Context: an optimization exercise on an open-source flow, tuned for small area, a short achievable clock period and few clock cycles per item. The choices shown serve that exercise and are no tape-out recipe.
In this exercise RTL edits were held to simulation tests only and were not proved equivalent to the original.
Power is estimated from default activity; no workload was simulated.

==> try-sierra <==
## clock_source_selector_unit
module clock_source_selector_unit (
   input  logic                        clock,
   input  logic                        reset,
   input  logic                        req_valid,
   output logic                        req_stall,
   input  logic                        req_radio_new,
   input  logic [css_pkg::TIME_W-1:0]  req_radio_time,
   input  logic [css_pkg::DATE_W-1:0]  req_radio_date,
   input  logic                        req_rtc_new,
   input  logic [css_pkg::TIME_W-1:0]  req_rtc_time,
   input  logic [css_pkg::DATE_W-1:0]  req_rtc_date,
   input  logic                        req_internal_new,
   input  logic [css_pkg::TIME_W-1:0]  req_internal_time,
   input  logic [css_pkg::DATE_W-1:0]  req_internal_date,
   input  logic                        req_second_tick,
   input  logic                        req_rtc_write_done,
   input  logic                        req_internal_write_ok,
   output logic                        rsp_valid,
  ...
==> flow/config.mk <==
export PLATFORM = sky130hd
export DESIGN_NAME = clock_source_selector_unit
export DESIGN_NICKNAME = clock_source_selector_unit
export VERILOG_FILES = /design/flow/design.v
export SDC_FILE = /design/flow/constraint.sdc
export NUM_CORES = 4
export LEC_CHECK = 0
export ABC_AREA = 1
export CAP_MARGIN = 20
export CORE_MARGIN = 2
export CORE_UTILIZATION = 40
export CTS_CLUSTER_DIAMETER = 80
export CTS_CLUSTER_SIZE = 28
export GPL_ROUTABILITY_DRIVEN = 0
export GPL_TIMING_DRIVEN = 0
export SETUP_SLACK_MARGIN = 5
export SLEW_MARGIN = 20
export TNS_END_PERCENT = 5
==> flow/constraint.sdc <==
create_clock -name core_clock -period 9.0 [get_ports {clock}]
set_input_delay 1.8000 -clock core_clock [delete_from_list [all_inputs] [get_ports {clock}]]
set_output_delay 1.8000 -clock core_clock [all_outputs]
set_load 0.01 [all_outputs]
standard.sh (not shown) runs the stock make flow with config.mk's settings and CLKGATE_MAP_FILE= SYNTH_SCRIPT=/design/flow/synth_recipe.tcl, a recipe that flattens the netlist after the stock synthesis.
==> flow/flow/run.sh <==
#!/bin/bash
# The standard layout, with plain buffers on the ports instead of the delay
# buffers buffer_ports picks by default. Each tool's output goes to its own log.
set -euo pipefail
export BUFFER_PORTS_ARGS="-buffer_cell sky130_fd_sc_hd__buf_1"
bash standard.sh > standard.log 2>&1
==> inputs of try-indigo, as changes to try-sierra <==
--- a/flow/design.v
+++ b/flow/design.v
@@ -138,23 +138,16 @@
    function automatic logic at_least(input logic [TMO_W-1:0] a,
                                      input logic [TMO_W-1:0] b);
       logic c;
       c = 1'b1;
       for (int i = 0; i < TMO_W; i++) c = (a[i] & ~b[i]) | ((a[i] | ~b[i]) & c);
       at_least = c;
    endfunction
-   function automatic logic at_least20(input logic [19:0] a,
-                                       input logic [19:0] b);
-      logic c;
-      c = 1'b1;
-      for (int i = 0; i < 20; i++) c = (a[i] & ~b[i]) | ((a[i] | ~b[i]) & c);
-      at_least20 = c;
-   endfunction
    assign radio_exp = (cfg.radio_holdover_s[HOLD_W-1:RADIO_AGE_W] == '0) &&
-                      at_least20(radio_age_ff, cfg.radio_holdover_s[RADIO_AGE_W-1:0]);
+                      (radio_age_ff >= cfg.radio_holdover_s[RADIO_AGE_W-1:0]);
    assign rtc_exp   = rtc_age_ff[16] || at_least(rtc_age_ff[15:0], cfg.source_timeout_s);
    assign int_exp   = at_least(int_age_ff, cfg.source_timeout_s);
    assign fin_exp   = at_least(fin_age_ff, cfg.source_timeout_s);
    assign rtc_time_in = item.rtc_new ? item.rtc_time : rtc_time_ff;
    assign rtc_date_in = item.rtc_new ? item.rtc_date : rtc_date_ff;
    assign int_time_in = item.internal_new ? item.internal_time : int_time_ff;
    assign int_date_in = item.internal_new ? item.internal_date : int_date_ff;
==> flow/config.mk (replaced) <==
export PLATFORM = sky130hd
export DESIGN_NAME = clock_source_selector_unit
export DESIGN_NICKNAME = clock_source_selector_unit
export VERILOG_FILES = /design/flow/design.v
export SDC_FILE = /design/flow/constraint.sdc
export NUM_CORES = 4
export LEC_CHECK = 0
export ABC_AREA = 1
export CAP_MARGIN = 20
export CORE_MARGIN = 2
export CORE_UTILIZATION = 40
export SETUP_SLACK_MARGIN = 5
export SLEW_MARGIN = 20
export SYNTH_HIERARCHICAL = 1
export SYNTH_MINIMUM_KEEP_SIZE = 0
export TNS_END_PERCENT = 5
==> flow_summary_export.csv <==
group,metric,value,unit
setup_path,crit_buf_inv,4,
logic_synthesis,synth_compound_area_share,19.07,%
cells_and_area,fin_nets,2749,
setup_path,reg2reg_slack,5390,ps
logic_synthesis,synth_area,16520,sq um
outcome,status,"finished clean",
logic_synthesis,yosysTopAreaCellShare,21.45,%
cells_and_area,clockBufferCount,23,
sta,skew,24.83,ps
cells_and_area,fillers,4183,
die,core_area,40830,sq um
setup_path,startpoint,"req_rtc_write_done",
power,pwr.group.sequential,1.38,mW
global_routing,grt_max_degree,38,
die,initial_utilization,40.45,%
route,wl,59140,um
power,ir_drop,0.1475,mV
power,finalPower,3.199,mW
die,dieArea,42930,sq um
cells_and_area,nonClockBufferCount,346,
logic_synthesis,yosys.area_share.simple,21.50,%
route,firstDrtPassIters,7,
[end of results for try-sierra]
==> flow_summary_export.csv <==
group,metric,value,unit
outcome,status,"finished clean",
die,die_y,212.1,um
route,firstDrtPassIters,5,
setup_path,max_stage_delay,590,ps
cells_and_area,final_cell_mix,"nand2_1 (537), inv_1 (384), buf_1 (235)",
logic_synthesis,yosysTopAreaCellShare,20.45,%
cells_and_area,clockBufferCount,49,
logic_synthesis,yosys.area_share.simple,26.07,%
die,core_area,42890,sq um
logic_synthesis,synth_area,17320,sq um
sta,skew,25.39,ps
route,wl,57740,um
setup_path,crit_buf_inv,3,
cells_and_area,fillers,4347,
die,dieArea,44990,sq um
global_routing,grt_max_degree,66,
[end of results for try-indigo]
Testbench counts of try-sierra, summed over its fixed seeds: cycles 12,008, items 12,000.
Testbench counts of try-indigo, summed over its fixed seeds: cycles 12,008, items 12,000.

* * *

==> trial 55 <==
Another version of the RTL of clock_source_selector_unit (not shown whole).
Settings: LEC_CHECK=0, CAP_MARGIN=20, CORE_MARGIN=2, CORE_UTILIZATION=40, SLEW_MARGIN=20; clock period 9.0 ns.
run.sh (not shown) runs the stock make flow with config.mk's settings and CLKGATE_MAP_FILE= SYNTH_SCRIPT=/design/flow/synth_recipe.tcl, a recipe that flattens the netlist after the stock synthesis.
Stock flow here: none of the scripts above is used.
==> inputs of trial 6, as changes to trial 55 <==
--- a/flow/design.v
+++ b/flow/design.v
@@ -84,25 +84,47 @@
    logic [1:0]         ch_src_ff, ch_src_in, mid_src;
    logic               rtc_req_ff, int_req_ff;
    logic               fin_set, rtc_pick, int_pick;
    logic               rtc_req, int_req;
    logic               r1;
+   logic               fin_keep, int_keep;
+   logic               int_seen_ff, ch_zero;
    logic               radio_exp, rtc_exp, int_exp, fin_exp;
+   function automatic logic carry_out(input logic [TIME_W-1:0] p,
+                                      input logic [TIME_W-1:0] q,
+                                      input logic              cin);
+      logic c;
+      c = cin;
+      for (int i = 0; i < TIME_W; i++) c = (p[i] & q[i]) | ((p[i] | q[i]) & c);
+      carry_out = c;
+   endfunction
    function automatic logic differs(input logic [TIME_W-1:0] at,
                                     input logic [DATE_W-1:0] ad,
                                     input logic [TIME_W-1:0] bt,
                                     input logic [DATE_W-1:0] bd,
                                     input logic [TOL_W-1:0]  tol);
-      logic [TIME_W-1:0] mag;
-      mag = (at >= bt) ? (at - bt) : (bt - at);
-      differs = (mag > tol) || (ad != bd);
+      logic [TIME_W-1:0] s, ca, cb;
+      logic a_gt, b_gt;
+      s  = ~(at ^ bt ^ tol);
+      ca = (bt & tol) | (bt & ~at) | (tol & ~at);
+      cb = (at & tol) | (at & ~bt) | (tol & ~bt);
+      a_gt = !(ca[TIME_W-1] | carry_out(s, {ca[TIME_W-2:0], 1'b1}, 1'b0));
+      b_gt = !(cb[TIME_W-1] | carry_out(s, {cb[TIME_W-2:0], 1'b1}, 1'b0));
+      differs = a_gt || b_gt || (ad != bd);
+   endfunction
+   function automatic logic at_least(input logic [TMO_W-1:0] a,
+                                     input logic [TMO_W-1:0] b);
+      logic c;
+      c = 1'b1;
+      for (int i = 0; i < TMO_W; i++) c = (a[i] & ~b[i]) | ((a[i] | ~b[i]) & c);
+      at_least = c;
    endfunction
    assign radio_exp = (cfg.radio_holdover_s[HOLD_W-1:RADIO_AGE_W] == '0) &&
                       (radio_age_ff >= cfg.radio_holdover_s[RADIO_AGE_W-1:0]);
-   assign rtc_exp   = rtc_age_ff[16] || (rtc_age_ff[15:0] >= cfg.source_timeout_s);
-   assign int_exp   = int_age_ff >= cfg.source_timeout_s;
-   assign fin_exp   = fin_age_ff >= cfg.source_timeout_s;
+   assign rtc_exp   = rtc_age_ff[16] || at_least(rtc_age_ff[15:0], cfg.source_timeout_s);
+   assign int_exp   = at_least(int_age_ff, cfg.source_timeout_s);
+   assign fin_exp   = at_least(fin_age_ff, cfg.source_timeout_s);
    assign rtc_time_in = item.rtc_new ? item.rtc_time : rtc_time_ff;
    assign rtc_date_in = item.rtc_new ? item.rtc_date : rtc_date_ff;
    assign int_time_in = item.internal_new ? item.internal_time : int_time_ff;
    assign int_date_in = item.internal_new ? item.internal_date : int_date_ff;
    assign r1       = flags_ff[F_RTC] || item.rtc_write_done;
@@ -128,31 +150,26 @@
    end
    assign int_req = item.internal_new && (flags_ff[F_FINAL] || fin_set) && mid_src != SRC_INT &&
                     differs(item.internal_time, item.internal_date, mid_time, mid_date,
                             cfg.sync_tolerance_s);
    always_comb begin
-      flags_in = flags_ff;
       if (item.radio_new) begin
          flags_in[F_RADIO] = 1'b1;
          flags_in[F_RTC]   = r1 && !rtc_req;
       end else begin
+         flags_in[F_RADIO] = flags_ff[F_RADIO] && !(item.second_tick && radio_exp);
          flags_in[F_RTC]   = r1 || (item.rtc_new && !flags_ff[F_RADIO]);
       end
-      if (int_req) flags_in[F_INT] = item.internal_write_ok;
-      if (fin_set) flags_in[F_FINAL] = 1'b1;
-      int_pick = 1'b0;
-      if (item.second_tick) begin
-         if (!item.radio_new && radio_exp) flags_in[F_RADIO] = 1'b0;
-         if (!item.rtc_new && rtc_exp) flags_in[F_RTC] = 1'b0;
-         if (!item.internal_new && int_exp) flags_in[F_INT] = 1'b0;
-         if (!fin_set && fin_exp) flags_in[F_FINAL] = 1'b0;
-         if (!flags_in[F_FINAL]) begin
-            int_pick = 1'b1;
-            flags_in[F_FINAL] = flags_in[F_INT];
-         end
-      end
+      if (item.second_tick && !item.rtc_new && rtc_exp) flags_in[F_RTC] = 1'b0;
+      fin_keep = fin_set || (flags_ff[F_FINAL] && !(item.second_tick && fin_exp));
+      int_pick = item.second_tick && !fin_keep;
+      int_keep = flags_ff[F_INT] &&
+                 !(item.second_tick && !item.internal_new && int_exp);
+      flags_in[F_INT]   = int_req ? item.internal_write_ok : int_keep;
+      flags_in[F_FINAL] = int_pick ? flags_in[F_INT] : fin_keep;
    end
+   assign ch_zero = int_pick && !item.internal_new && !int_seen_ff;
    always_comb begin
       if (int_pick) begin
          ch_time_in = int_time_in;
          ch_date_in = int_date_in;
          ch_src_in  = SRC_INT;
@@ -162,41 +179,47 @@
          ch_src_in  = mid_src;
       end
    end
    always_ff @(posedge clock) begin
       if (reset) begin
-         radio_age_ff <= '0;
          rtc_age_ff   <= '0;
-         int_age_ff   <= '0;
-         fin_age_ff   <= '0;
          flags_ff     <= '0;
          rtc_time_ff  <= '0;
          rtc_date_ff  <= '0;
-         int_time_ff  <= '0;
-         int_date_ff  <= '0;
+         int_seen_ff  <= 1'b0;
          ch_time_ff   <= '0;
          ch_date_ff   <= '0;
          ch_src_ff    <= SRC_NONE;
-         rtc_req_ff   <= 1'b0;
-         int_req_ff   <= 1'b0;
       end else if (step) begin
-         if (item.radio_new)        radio_age_ff <= '0;
-         else if (item.second_tick) radio_age_ff <= radio_age_ff + 1'b1;
          if (item.rtc_new)          rtc_age_ff <= '0;
          else if (item.second_tick && !rtc_age_ff[16]) rtc_age_ff <= rtc_age_ff + 1'b1;
-         if (item.internal_new)     int_age_ff <= '0;
-         else if (item.second_tick) int_age_ff <= int_age_ff + 1'b1;
-         if (fin_set || int_pick)   fin_age_ff <= '0;
-         else if (item.second_tick) fin_age_ff <= fin_age_ff + 1'b1;
          flags_ff     <= flags_in;
          rtc_time_ff  <= rtc_time_in;
          rtc_date_ff  <= rtc_date_in;
-         int_time_ff  <= int_time_in;
-         int_date_ff  <= int_date_in;
-         ch_time_ff   <= ch_time_in;
-         ch_date_ff   <= ch_date_in;
+         if (item.internal_new) int_seen_ff <= 1'b1;
+         if (ch_zero) begin
+            ch_time_ff <= '0;
+            ch_date_ff <= '0;
+         end else begin
+            ch_time_ff <= ch_time_in;
+            ch_date_ff <= ch_date_in;
+         end
          ch_src_ff    <= ch_src_in;
+      end
+   end
+   always_ff @(posedge clock) begin
+      if (step) begin
+         if (item.radio_new)        radio_age_ff <= '0;
+         else if (item.second_tick) radio_age_ff <= radio_age_ff + 1'b1;
+         if (item.internal_new)     int_age_ff <= '0;
+         else if (item.second_tick) int_age_ff <= int_age_ff + 1'b1;
+         if (fin_set || int_pick)   fin_age_ff <= '0;
+         else if (item.second_tick) fin_age_ff <= fin_age_ff + 1'b1;
+         if (item.internal_new) begin
+            int_time_ff <= item.internal_time;
+            int_date_ff <= item.internal_date;
+         end
          rtc_req_ff   <= rtc_req;
          int_req_ff   <= int_req;
       end
    end
    assign result.final_time         = ch_time_ff;
@@ -252,10 +275,11 @@
    css_pkg::req_item_type item;
    css_pkg::rsp_item_type core_result;
    logic         out_valid_ff;
    logic         req_take;
    logic         csr_write;
+   logic [1:0]   rd_sel_ff;
    assign csr_pready = 1'b1;
    assign csr_write  = csr_psel && csr_penable && csr_pwrite && csr_pready;
    always_comb begin
       cfg_in = cfg_ff;
       if (csr_write) begin
@@ -265,12 +289,13 @@
             CSR_TIMEOUT:   cfg_in.source_timeout_s = csr_pwdata[TMO_W-1:0];
             default:       cfg_in = cfg_ff;    
          endcase
       end
    end
+   always_ff @(posedge clock) rd_sel_ff <= csr_paddr[3:2];
    always_comb begin
-      case (csr_paddr[3:2])
+      case (rd_sel_ff)
          CSR_TOLERANCE: csr_prdata = CSR_DW'(cfg_ff.sync_tolerance_s);
          CSR_HOLDOVER:  csr_prdata = CSR_DW'(cfg_ff.radio_holdover_s);
          CSR_TIMEOUT:   csr_prdata = CSR_DW'(cfg_ff.source_timeout_s);
          default:       csr_prdata = '0;
       endcase
==> flow/flow/run.sh (new file) <==
#!/bin/bash
# The standard layout, with plain buffers on the ports instead of the delay
# buffers buffer_ports picks by default. Each tool's output goes to its own log.
set -euo pipefail
export BUFFER_PORTS_ARGS="-buffer_cell sky130_fd_sc_hd__buf_1"
bash standard.sh > standard.log 2>&1
==> flow/standard.sh (new file) <==
#!/bin/bash
# synth_recipe.tcl (not shown) runs the flow's synth.tcl, then flattens the netlist and writes it again
# the make line also repeats each setting of config.mk as NAME=value (left out here)
make -C /OpenROAD-flow-scripts/flow DESIGN_CONFIG=/design/flow/config.mk WORK_HOME=/design/flow/orfs CLKGATE_MAP_FILE= SYNTH_SCRIPT=/design/flow/synth_recipe.tcl "${@:-finish}"
- SETUP_SLACK_MARGIN: default -> 5
- TNS_END_PERCENT: default -> 5
removed: flow/run.sh
==> results.tsv <==
metric	value	unit
simple logic cell fraction of the synthesized area	0.178	
final std cells w/o fill	2778	
crit path time final	4.71	ns
met1 Usage GRT	0.330	
status	timing/DRC/antenna clean	
#FFs+latches synth	260	
Synth Area in Adders	0.109	
WL met1	23900	um
Post-CTS Resized	32	
multi-input gate share of total cell area	0.509	
Tot GR Track Use	0.248	
Leak	0.00734	uW
slowest CP cell	fa_2	
(the above is from trial 6)
==> results.tsv <==
metric	value	unit
status	timing/DRC/antenna clean	
crit path time final	7.62	ns
Leak	0.00901	uW
Tot GR Track Use	0.259	
Post-CTS Resized	0	
final std cells w/o fill	3196	
met1 Usage GRT	0.344	
quantity of hold-fixing buffers added after cts	0	
Synth Area in Adders	0.119	
WL met1	28300	um
HP Start	u_core.int_date_ff[2]	
simple logic cell fraction of the synthesized area	0.204	
final hold vios	0	
(the above is from trial 55)
Testbench counts of trial 55, summed over its fixed seeds: cycles 12,008, items 12,000.
Testbench counts of trial 6, summed over its fixed seeds: cycles 12,008, items 12,000.

[re-timing with driven ports]
How much do the figures lean on ideal ports? The routed layouts below were timed once more, with nothing changed but the port constraints.
Step 1 (the two cells are an assumption about what drives the block):
set clk [get_ports {clock}]
set_driving_cell -lib_cell sky130_fd_sc_hd__clkbuf_16 $clk
set_driving_cell -lib_cell sky130_fd_sc_hd__buf_2 [delete_from_list [all_inputs] $clk]
Step 2 also shifts input and output timing later by t, the mid clock arrival at the registers, as if the neighbouring blocks saw the same clock.
Three values: ideal, step 1, step 2; two values: the first two.
| run | shift t [ns] | setup WS [ns] | clock arrival spread, ns |
|---|---|---|---|
| try-sierra | 0.617 | 4.715 / 4.754 / 4.138 | 0.026 / 0.027 |
| try-indigo | 0.581 | 4.766 / 4.586 / 4.005 | 0.026 / 0.026 |
| trial 55 | 0.609 | 1.381 / 1.374 / 0.765 | 0.020 / 0.020 |
| trial 6 | 0.644 | 4.293 / 4.297 / 3.653 | 0.018 / 0.018 |
After both steps every run listed still meets setup and hold. The setup slack of try-indigo, which loses most, moves by -0.180 ns with the drivers and by -0.761 ns with both steps.
